This is an optimization exercise on Yosys and OpenROAD, whose aim is small area, a short achievable clock period and few clock cycles per item, not a production implementation.
In this exercise RTL edits were held to simulation tests only and were not proved equivalent to the original.
No activity file was given, so power comes from the tool's default toggle rates.

==> flow/design.v <==
`timescale 1ns/1ps
package query_pkg;
	localparam int NUM_PRED  = 8;       
	localparam int COL_W     = 32;
	localparam int BEAT_W    = 256;
	localparam int NUM_BEATS = 4;       
	localparam int SEL_W     = $clog2(NUM_PRED);
	localparam int PRED_W    = 48;      
	localparam int TABLE_W   = 2 ** NUM_PRED;
	localparam int CNT_W     = 32;      
	localparam int REC_W     = NUM_PRED * COL_W;
	localparam int PREDS_LO  = 5;
	localparam int PREDS_HI  = NUM_PRED - PREDS_LO;
	localparam logic [7:0] OP_EQ = 8'd0;
	localparam logic [7:0] OP_NE = 8'd1;
	localparam logic [7:0] OP_LT = 8'd2;
	localparam logic [7:0] OP_GT = 8'd3;
	localparam logic [7:0] OP_LE = 8'd4;
	localparam logic [7:0] OP_GE = 8'd5;
	localparam logic [2:0] ST_IDLE    = 3'd0;
	localparam logic [2:0] ST_HEADER  = 3'd1;    
	localparam logic [2:0] ST_TABLE   = 3'd2;    
	localparam logic [2:0] ST_PRED_LO = 3'd3;    
	localparam logic [2:0] ST_PRED_HI = 3'd4;    
	localparam logic [2:0] ST_ACTIVE  = 3'd5;
	localparam int OP_LSB    = 0;
	localparam int COL_LSB   = 8;
	localparam int VALUE_LSB = 16;
endpackage
`timescale 1ns/1ps
module predicate_unit
(
	input  logic                           clk,
	input  logic                           rst,
	input  logic [query_pkg::PRED_W-1:0]   pred,
	input  logic                           in_valid,
	input  logic [query_pkg::REC_W-1:0]    rec,
	output logic                           hit,
	output logic                           out_valid
);
	localparam int COL_W = query_pkg::COL_W;
	localparam int SEL_W = query_pkg::SEL_W;
	logic [7:0]       pred_op;
	logic [7:0]       pred_col;
	logic [COL_W-1:0] pred_value;
	logic [COL_W-1:0] col_val;
	logic             col_ok;
	logic             cmp;
	assign pred_op    = pred[query_pkg::OP_LSB +: 8];
	assign pred_col   = pred[query_pkg::COL_LSB +: 8];
	assign pred_value = pred[query_pkg::VALUE_LSB +: COL_W];
	assign col_ok  = (pred_col < 8'(query_pkg::NUM_PRED));
	assign col_val = rec[pred_col[SEL_W-1:0]*COL_W +: COL_W];
	always_comb
	begin
		case (pred_op)
			query_pkg::OP_EQ:
				cmp = (col_val == pred_value);
			query_pkg::OP_NE:
				cmp = (col_val != pred_value);
			query_pkg::OP_LT:
				cmp = (col_val < pred_value);
			query_pkg::OP_GT:
				cmp = (col_val > pred_value);
			query_pkg::OP_LE:
				cmp = (col_val <= pred_value);
			query_pkg::OP_GE:
				cmp = (col_val >= pred_value);
			default:
				cmp = 1'b0;    
		endcase
	end
	always_ff @(posedge clk or negedge rst)
	begin
		if (!rst)
			out_valid <= 1'b0;
		else
			out_valid <= in_valid;
	end
	always_ff @(posedge clk)
	begin
		if (in_valid)
			hit <= col_ok && cmp;
	end
endmodule
`timescale 1ns/1ps
module match_lookup
(
	input  logic                            clk,
	input  logic                            rst,
	input  logic                            in_valid,
	input  logic [query_pkg::NUM_PRED-1:0]  hits,
	input  logic [query_pkg::TABLE_W-1:0]   table_bits,
	input  logic [query_pkg::CNT_W-1:0]     record_count,
	output logic                            match_valid,
	output logic                            match,
	output logic                            query_done
);
	localparam int CNT_W = query_pkg::CNT_W;
	logic [CNT_W-1:0] seen;    
	logic             last;
	assign last = ((seen + CNT_W'(1)) == record_count);
	always_ff @(posedge clk or negedge rst)
	begin
		if (!rst)
		begin
			seen        <= '0;
			match_valid <= 1'b0;
			query_done  <= 1'b0;
		end
		else
		begin
			match_valid <= in_valid;
			query_done  <= in_valid && last;
			if (in_valid)
			begin
				if (last)
					seen <= '0;    
				else
					seen <= seen + CNT_W'(1);
			end
		end
	end
	always_ff @(posedge clk)
	begin
		if (in_valid)
			match <= table_bits[hits];
	end
endmodule
`timescale 1ns/1ps
module query_controller
(
	input  logic                                         clk,
	input  logic                                         rst,
	input  logic                                         cmd_pending,
	input  logic [query_pkg::BEAT_W-1:0]                 para_data,
	input  logic                                         rec_valid,
	input  logic [query_pkg::REC_W-1:0]                  rec_data,
	input  logic                                         query_done,
	output logic                                         para_rd,
	output logic                                         cmd_ack,
	output logic                                         query_active,
	output logic [query_pkg::NUM_PRED*query_pkg::PRED_W-1:0] preds,
	output logic [query_pkg::TABLE_W-1:0]                table_bits,
	output logic [query_pkg::CNT_W-1:0]                  record_count,
	output logic                                         stage_valid,
	output logic [query_pkg::REC_W-1:0]                  stage_rec
);
	localparam int PRED_W   = query_pkg::PRED_W;
	localparam int PREDS_LO = query_pkg::PREDS_LO;
	localparam int PREDS_HI = query_pkg::PREDS_HI;
	localparam int CNT_W    = query_pkg::CNT_W;
	localparam int TABLE_W  = query_pkg::TABLE_W;
	logic [2:0] state;
	logic [2:0] next_state;
	logic       loading;
	logic       accept;
	always_ff @(posedge clk or negedge rst)
	begin
		if (!rst)
			state <= query_pkg::ST_IDLE;
		else
			state <= next_state;
	end
	always_comb
	begin
		next_state = state;
		case (state)
			query_pkg::ST_IDLE:
			begin
				if (cmd_pending)
					next_state = query_pkg::ST_HEADER;
			end
			query_pkg::ST_HEADER:
				next_state = query_pkg::ST_TABLE;
			query_pkg::ST_TABLE:
				next_state = query_pkg::ST_PRED_LO;
			query_pkg::ST_PRED_LO:
				next_state = query_pkg::ST_PRED_HI;
			query_pkg::ST_PRED_HI:
				next_state = query_pkg::ST_ACTIVE;
			query_pkg::ST_ACTIVE:
			begin
				if (query_done)
					next_state = query_pkg::ST_IDLE;
			end
			default:
				next_state = query_pkg::ST_IDLE;
		endcase
	end
	assign loading = (state == query_pkg::ST_HEADER) || (state == query_pkg::ST_TABLE) ||
		(state == query_pkg::ST_PRED_LO) || (state == query_pkg::ST_PRED_HI);
	assign para_rd = loading;
	always_ff @(posedge clk or negedge rst)
	begin
		if (!rst)
			cmd_ack <= 1'b0;
		else
			cmd_ack <= (state == query_pkg::ST_PRED_HI);
	end
	assign query_active = (state == query_pkg::ST_ACTIVE) && !query_done;
	always_ff @(posedge clk)
	begin
		case (state)
			query_pkg::ST_HEADER:
				record_count <= para_data[CNT_W-1:0];
			query_pkg::ST_TABLE:
				table_bits <= para_data[TABLE_W-1:0];
			query_pkg::ST_PRED_LO:
			begin
				for (int i = 0; i < PREDS_LO; i++)
					preds[i*PRED_W +: PRED_W] <= para_data[i*PRED_W +: PRED_W];
			end
			query_pkg::ST_PRED_HI:
			begin
				for (int i = 0; i < PREDS_HI; i++)
					preds[(PREDS_LO+i)*PRED_W +: PRED_W] <= para_data[i*PRED_W +: PRED_W];
			end
			default:
			begin
			end
		endcase
	end
	assign accept = rec_valid && query_active;
	always_ff @(posedge clk or negedge rst)
	begin
		if (!rst)
			stage_valid <= 1'b0;
		else
			stage_valid <= accept;
	end
	always_ff @(posedge clk)
	begin
		if (accept)
			stage_rec <= rec_data;    
	end
endmodule
`timescale 1ns/1ps
module query_filter
(
	input  logic              clk,
	input  logic              rst,
	input  logic              cmd_pending,
	input  logic [query_pkg::BEAT_W-1:0] para_data,
	output logic              para_rd,
	output logic              cmd_ack,
	input  logic              rec_valid,
	input  logic [query_pkg::REC_W-1:0] rec_data,
	output logic              query_active,
	output logic              match_valid,
	output logic              match,
	output logic              query_done
);
	logic [query_pkg::NUM_PRED*query_pkg::PRED_W-1:0] preds;
	logic [query_pkg::TABLE_W-1:0] table_bits;
	logic [query_pkg::CNT_W-1:0] record_count;
	logic                stage_valid;
	logic [query_pkg::REC_W-1:0] stage_rec;
	logic [query_pkg::NUM_PRED-1:0] hits;
	logic [query_pkg::NUM_PRED-1:0] pred_valid;
	query_controller u_ctrl
	(
		.clk          (clk),
		.rst          (rst),
		.cmd_pending  (cmd_pending),
		.para_data    (para_data),
		.rec_valid    (rec_valid),
		.rec_data     (rec_data),
		.query_done   (query_done),
		.para_rd      (para_rd),
		.cmd_ack      (cmd_ack),
		.query_active (query_active),
		.preds        (preds),
		.table_bits   (table_bits),
		.record_count (record_count),
		.stage_valid  (stage_valid),
		.stage_rec    (stage_rec)
	);
	for (genvar g = 0; g < query_pkg::NUM_PRED; g++)
	begin : g_pred
		predicate_unit u_pred
		(
			.clk       (clk),
			.rst       (rst),
			.pred      (preds[g*query_pkg::PRED_W +: query_pkg::PRED_W]),
			.in_valid  (stage_valid),
			.rec       (stage_rec),
			.hit       (hits[g]),
			.out_valid (pred_valid[g])
		);
	end
	match_lookup u_lookup
	(
		.clk          (clk),
		.rst          (rst),
		.in_valid     (pred_valid[0]),
		.hits         (hits),
		.table_bits   (table_bits),
		.record_count (record_count),
		.match_valid  (match_valid),
		.match        (match),
		.query_done   (query_done)
	);
endmodule
==> flow/run.sh <==
#!/bin/bash
# synth_recipe.tcl (not shown) runs the flow's synth.tcl, then flattens the netlist and writes it again
# the make line also repeats each setting of config.mk as NAME=value (left out here)
make -C /OpenROAD-flow-scripts/flow DESIGN_CONFIG=/design/flow/config.mk WORK_HOME=/design/flow/orfs CLKGATE_MAP_FILE= SYNTH_SCRIPT=/design/flow/synth_recipe.tcl finish
==> flow/config.mk <==
export PLATFORM = sky130hd
export DESIGN_NAME = query_filter
export DESIGN_NICKNAME = query_filter
export VERILOG_FILES = /design/flow/design.v
export SDC_FILE = /design/flow/constraint.sdc
export NUM_CORES = 4
export LEC_CHECK = 0
export CAP_MARGIN = 20
export CORE_MARGIN = 2
export CORE_UTILIZATION = 40
export SLEW_MARGIN = 20
==> flow/constraint.sdc <==
create_clock -name core_clock -period 6.0 [get_ports {clk}]
set_input_delay 1.2000 -clock core_clock [delete_from_list [all_inputs] [get_ports {clk}]]
set_output_delay 1.2000 -clock core_clock [all_outputs]
set_load 0.01 [all_outputs]
==> summary.md <==
| Metric | Value |
|---|---|
| # IOs | 522 |
| Clk root buf | clkbuf_16 |
| Largest net degree at the start of global routing | 159 |
| Status | complete, no violations |
| Clock transition at the registers of the reported paths | 0.06 ns |
| Dpl cell area | 0.0629 mm² |
| HP Class | in -> async |
| CTS tree | built |
| # DRC | 0 |
| Number of fillers in the final layout | 11700 |
| P_leak | 23.6 nW |
| Dominant synthesized flop cell | edfxtp_1 |
| Number of synthesized flops with an enable pin | 937 |
| CTS max path bufs | 3 |
| Nets@finish | 4615 |
| Grt ovf | 0 |
| Clock skew | 0.0478 ns |
| Achievable Freq | 0.208 GHz |
| Ratio of cells with drive above 1 in the final layout | 28.3% |
| Post-route ant nets | 0 |
| Seq/Total Area, Yosys | 52.6% |
| Final setup viols | 0 |
| HPWL Detailed | 140 mm |
| Max-Cap Viols | 0 |
| DR vias/cell | 6.27 |
| Post-layout min period | 4.81 ns |
| Cell row count | 136 |
| Worst Setup Path Type | reg -> reg |
| Total power | 0.0244 W |
| Synth cell types | 69 |
| Clock sink count | 977 |
| Critical Path RT | 6.50 ns |
| Vias in the first global route | 35200 |
| Ys Warns | 3 |
| Slew HR | 15.8% |
| Core Area | 0.137 mm² |
| CP arrival | 5.31 ns |
| First-pass GRT wire length | 271 mm |
| Worst hold slack | 0.460 ns |
| Gp weighted congestion | 0.895 |
| Post-Syn Area | 0.0554 mm² |
| Buffers on Ports | 521 |
| Max VDD drop | 0.254 mV |
| Die height | 376 µm |
| CP Max Fanout | 10 |
| CTS buffer count | 108 |
| Cells resized by post-CTS repair | 0 |
| Final worst-path cycle share | 80.2% |
| Avg Cell Area, Syn | 16.6 µm² |
| Area leader, netlist | edfxtp_1 |
| Gr usage total | 27.1% |
| Via count | 36000 |
| Initial antenna violation count | 30 |
| Power Dens Cells | 365 mW/mm² |
| DR iter-0 viols | 4330 |
| RSZ-0062 raised after global routing | false |
| Flops & latches, synth | 977 |
| Gate Count Post-Synth | 3331 |
| Crit start category | flip-flop |
| Worst-Skew Late Latency | 0.76 ns |
| Final core utilization | 48.5% |
| Worst slew pin tran | 1.26 ns |
| DR pass1 iterations | 5 |
| CP Capture Type | flip-flop |
| Net Count, Synth | 4104 |
| Max Slew Vio Count | 0 |
| Fraction of registers with async set or reset after synthesis | 4.09% |
| Total length of routed wires | 192 mm |
| Die ar. | 0.142 mm² |
| Setup tns final | 0 ns |
| Top cell type's share of synthesized area | 50.8% |
| Initial Util | 40.3% |
| Final hold violations | 0 |
| Die W | 376 µm |
| Design area | 0.0667 mm² |
| Synth area leaders | edfxtp_1, mux4_2, ha_1 |
| Synthesis-to-layout area growth | 20.4% |
| Htree depth | 3 |
| Flop-to-flop setup slack | 1.19 ns |
| Routed len/inst | 33.6 µm |
| Setup bufs post-CTS | 0 |
| # hold bufs at CTS | 0 |
-- kinds of logic (layout without fill, tap and decap cells) --
family,count (synthesis),after routing,share of synthesized area [%]
AO/OA/AOI/OAI,339,339,4.16
multiplexers,864,864,29.6
AND/OR/NAND/NOR,378,378,3.77
adder cells (fa/ha/maj),257,257,5.80
flip-flops,977,977,52.6
XOR/XNOR,49,49,0.774
other,0,9,0
buffers and inverters,467,1068,3.27
-- worst max-delay path, cell delays in order, from the launching register on --
cell and delay, ns:
edfxtp_1 0.88, buf_4 0.36, mux2_2 0.38, ha_1 0.29, a21o_1 0.16, a21o_1 0.17, a21oi_1 0.19, buf_4 0.18
nor2_1 0.13, a211oi_1 0.97, o211ai_1 0.19, buf_4 0.19, a21o_1 0.18, o211ai_1 0.18, a21oi_1 0.09
-- cells in the final DEF, fill, tap and decap left out, types with 10 or more instances in the layout --
cell type,count
buf_12,21
o21a_1,11
mux4_2,597
ha_1,257
o311ai_0,10
nor2b_1,16
o21ai_0,59
nor2_1,77
xor2_1,18
and3_1,11
clkinv_1,19
nand4_1,84
or3_1,16
bufinv_16,17
mux2_2,248
nand3_1,33
or4_1,10
clkbuf_1,21
buf_4,53
clkdlybuf4s50_1,520
inv_1,272
dfrtp_1,40
a211oi_1,13
nand2_1,49
a21oi_1,70
edfxtp_1,937
nor4_1,13
xnor2_1,31
o31ai_1,11
a21o_1,114
mux2i_1,18
nor3_1,31
clkbuf_16,111
-- Yosys cell counts, drive strengths merged (13+ instances only) --
master  instances
nor2b          16
nor3           31
nor4           16
clkbuf        105
dfrtp          40
mux4          597
buf            89
a211oi         13
edfxtp        937
nand2          50
o21ai          61
or3            17
nand3          34
mux2          249
o311ai         15
xnor2          31
a21o          114
inv           272
ha            257
xor2           18
nand4          84
a21oi          70
nor2           79
mux2i          18
-- layout make-up --
| class | count | area [µm²] | share of cell area [%] |
|---|---|---|---|
| multi-input cells | 1887 | 24500 | 36.7 |
| clock buffers | 141 | 2980 | 4.47 |
| diodes | 9 | 22.5 | 0.0338 |
| well taps | 1794 | 2240 | 3.36 |
| inverters | 273 | 1020 | 1.54 |
| clock inverters | 59 | 785 | 1.18 |
| repair buffers | 595 | 6040 | 9.05 |
| flip-flops and latches | 977 | 29100 | 43.7 |
-- through the flow --
stage	instances	setup slack, ns
6_report	5735	1.19
5_1_grt	5728	0.882
4_1_cts	5726	1.13
3_5_place_dp	5526	1.16
3_3_place_gp	5525	0.757
2_1_floorplan	3331	-1.51
-- per-layer routing --
metal / track usage [%] / part of all wire [%] / up-vias
met5: 0 / 0.12 / -
met4: 7.64 / 2.9 / 34
met3: 6.82 / 10 / 282
met2: 42.0 / 46 / 1986
met1: 37.9 / 41 / 18900
li1: - / - / 14800
-- worst paths after layout --
| check | cells after the start | start | to |
|---|---|---|---|
| setup / recovery | 14 | u_ctrl.preds[106] | g_pred[2].u_pred.hit |
| hold / removal | 1 | rst | u_lookup.seen[6] |
| setup reg to reg | 14 | u_ctrl.preds[106] | g_pred[2].u_pred.hit |
| hold reg to reg | 1 | u_lookup.seen[31] | u_lookup.seen[31] |
| max in group asynchronous | 1 | rst | u_ctrl.state[1] |
| min in group core_clock | 1 | u_lookup.seen[31] | u_lookup.seen[31] |
-- flip-flops by register name, summed over array words and instances, names as in the netlist --
| name | flops |
|---|---|
| g_pred.u_pred.hit | 8 |
| g_pred.u_pred.out_valid | 1 |
| u_ctrl.cmd_ack | 1 |
| u_ctrl.preds | 384 |
| u_ctrl.record_count | 32 |
| u_ctrl.stage_rec | 256 |
| u_ctrl.stage_valid | 1 |
| u_ctrl.state | 3 |
| u_ctrl.table_bits | 256 |
| u_lookup.match | 1 |
| u_lookup.match_valid | 1 |
| u_lookup.query_done | 1 |
| u_lookup.seen | 32 |
-- where the power goes --
group          internal [W]  leakage, nW  switching, W  total, W
sequential          0.00900         9.10      0.000771   0.00977
clock               0.00423         1.82       0.00282   0.00704
combinational       0.00351         12.7       0.00406   0.00756
total                0.0167         23.6       0.00764    0.0244
Testbench counts, summed over its fixed seeds: cycles 16,312, items 13,240.

-- static timing again, ports no longer ideal --
The results above use ideal ports. As a check the final layout listed here was re-extracted and re-timed, cells and wires unchanged. Step 1 sets driving cells, clkbuf_16 on the clock port and buf_2 on the other inputs (assumed; they add their load-dependent delay and slew). Step 2 also shifts input and output timing later by t, the mid clock arrival at the registers, as if the neighbouring blocks saw the same clock. Three values: no drivers, after step 1, after step 2; two values: the first two.
shift t [ns]: 0.824
setup slack, ns: 1.187 / 1.187 / 1.187
worst setup path after step 2: register to register
cell pins on the clock port's net: 1
After both steps setup and hold are still met in this run. For this run, drivers alone change the setup slack by 0.000 ns; drivers and shift together by 0.000 ns.
